Source: an optimization exercise on an open RTL-to-GDS flow (aim: small area and a short achievable clock period). Production flows keep margins and buffers that such runs may drop. At most, simulation tests tie the RTL to the original design; equivalence was not proved. Power and IR drop assume default switching activity.

the reference run:
==> module bt_front, before the edit <==
module bt_front (
    input  logic [23:0] col,
    input  logic [9:0]  s_prev2,
    output logic [9:0]  s,
    output logic [10:0] e
);
    logic [9:0]  x0, y0, x1, y1;
    logic [10:0] ex, ey, nz;
    logic [9:0]  a, b, c2;
    logic [10:0] s_full;
    logic        s_co, e_co;
    assign a  = {2'b0, col[23:16]};
    assign c2 = {1'b0, col[15:8], 1'b0};
    assign b  = {2'b0, col[7:0]};
    assign x0 = a ^ c2 ^ b;
    assign y0 = {((a[8:0] & c2[8:0]) | (a[8:0] & b[8:0]) | (c2[8:0] & b[8:0])), 1'b0};
    assign nz = ~{1'b0, s_prev2};
    assign ex = {1'b0, x0} ^ {1'b0, y0} ^ nz;
    assign ey = {(({1'b0, x0[9:0]} & {1'b0, y0[9:0]}) | ({1'b0, x0[9:0]} & nz[10:0]) |
                  ({1'b0, y0[9:0]} & nz[10:0]))} << 1;
    bt_add #(.W(10), .SUB(1'b0), .CI(1'b0)) u_s (.a(x0), .b(y0), .s(s), .co(s_co));
    bt_add #(.W(11), .SUB(1'b0), .CI(1'b0)) u_e (.a(ex), .b(ey), .s(e), .co(e_co));
endmodule
Settings: LEC_CHECK=0, CAP_MARGIN=20, CORE_MARGIN=2, CORE_UTILIZATION=40, SETUP_SLACK_MARGIN=4.75, SLEW_MARGIN=20, SYNTH_HIERARCHICAL=1; clock period 8.0 ns.
standard.sh (not shown) runs the stock make flow with config.mk's settings and CLKGATE_MAP_FILE= SYNTH_SCRIPT=/design/flow/synth_recipe.tcl, a recipe that flattens the netlist after the stock synthesis.
==> flow/flow/run.sh <==
#!/bin/bash
# Layout with the standard flow (standard.sh: unchanged synthesis and
# steps). The one change: the port buffers are buf_4 instead of the default
# pick (a slow delay buffer), so the input and output paths lose less time.
set -euo pipefail
export BUFFER_PORTS_ARGS="-buffer_cell sky130_fd_sc_hd__buf_4"
bash standard.sh > standard.log 2>&1
For the trial run, these inputs were changed with respect to the reference run:
diff --git a/flow/design.v b/flow/design.v
--- a/flow/design.v
+++ b/flow/design.v
@@ -294,21 +294,26 @@
     input  logic [9:0]  s_prev2,
     output logic [9:0]  s,
     output logic [10:0] e
 );
-    logic [9:0]  x0, y0, x1, y1;
-    logic [10:0] ex, ey, nz;
     logic [9:0]  a, b, c2;
-    logic [10:0] s_full;
+    logic [9:0]  t1, g1;
+    logic [9:0]  x0, y0;
+    logic [10:0] nz, t2, g2, ex, ey;
     logic        s_co, e_co;
     assign a  = {2'b0, col[23:16]};
     assign c2 = {1'b0, col[15:8], 1'b0};
     assign b  = {2'b0, col[7:0]};
-    assign x0 = a ^ c2 ^ b;
-    assign y0 = {((a[8:0] & c2[8:0]) | (a[8:0] & b[8:0]) | (c2[8:0] & b[8:0])), 1'b0};
+    bt_pg #(.W(8), .SUB(1'b0)) u_pg1 (.a(a[7:0]), .b(b[7:0]), .p(t1[7:0]), .g(g1[7:0]));
+    assign t1[9:8] = 2'b0;
+    assign g1[9:8] = 2'b0;
+    assign x0 = t1 ^ c2;
+    assign y0 = {g1[8:0] | (t1[8:0] & c2[8:0]), 1'b0};
     assign nz = ~{1'b0, s_prev2};
-    assign ex = {1'b0, x0} ^ {1'b0, y0} ^ nz;
-    assign ey = {(({1'b0, x0[9:0]} & {1'b0, y0[9:0]}) | ({1'b0, x0[9:0]} & nz[10:0]) |
-                  ({1'b0, y0[9:0]} & nz[10:0]))} << 1;
+    bt_pg #(.W(10), .SUB(1'b0)) u_pg2 (.a(x0), .b(y0), .p(t2[9:0]), .g(g2[9:0]));
+    assign t2[10] = 1'b0;
+    assign g2[10] = 1'b0;
+    assign ex = t2 ^ nz;
+    assign ey = {g2[9:0] | (t2[9:0] & nz[9:0]), 1'b0};
     bt_add #(.W(10), .SUB(1'b0), .CI(1'b0)) u_s (.a(x0), .b(y0), .s(s), .co(s_co));
     bt_add #(.W(11), .SUB(1'b0), .CI(1'b0)) u_e (.a(ex), .b(ey), .s(e), .co(e_co));
 endmodule
End point of the critical path = le[10]: the trial run; end point of the critical path = re[9]: the reference run
Looking only at final setup slack of the worst path, and setting everything else aside, the higher value of the trial run and the reference run goes to the reference run.
Core area delta (the trial run -> the reference run): insignificant
The reference run and the trial run ended up with roughly the same wire length.
Per the comparison of the trial run with the reference run, share of power burned in the clock network now sits lower; global routing met1 resource utilization lost 0.17 points; worst hold slack went up by 0.0031 ns.
Sequential share of cell area of the reference run is on par with the trial run.
Function not checked in the trial run: the RTL went through the layout flow alone.

-- separate check: timing with driven ports --
No port has a modelled driver above. Below, the same layouts with a new extraction and two added sets of constraints. Step 1 assumes that a clkbuf_16 drives the clock port and a buf_2 every other input. Step 2, shift: input delay + t, output delay - t, t = (earliest + latest rising clock arrival at the registers) / 2. This alone moves slack from input paths to output paths. Slacks: no drivers / after step 1 / after step 2; pairs: no drivers / after step 1.
| run | t, ns | slack for setup (ns) | slew at the worst register clock pin (ns) | worst slew at a driven data input, ns |
|---|---|---|---|---|
| the reference run | 0.755 | 4.708 / 4.739 / 3.984 | 0.07 / 0.07 | 0.05 |
| the trial run | 0.761 | 4.489 / 4.540 / 3.779 | 0.07 / 0.07 | 0.05 |
After both steps every run listed still meets setup and hold. The setup slack of the reference run, which loses most, moves by +0.031 ns with the drivers and by -0.724 ns with both steps.
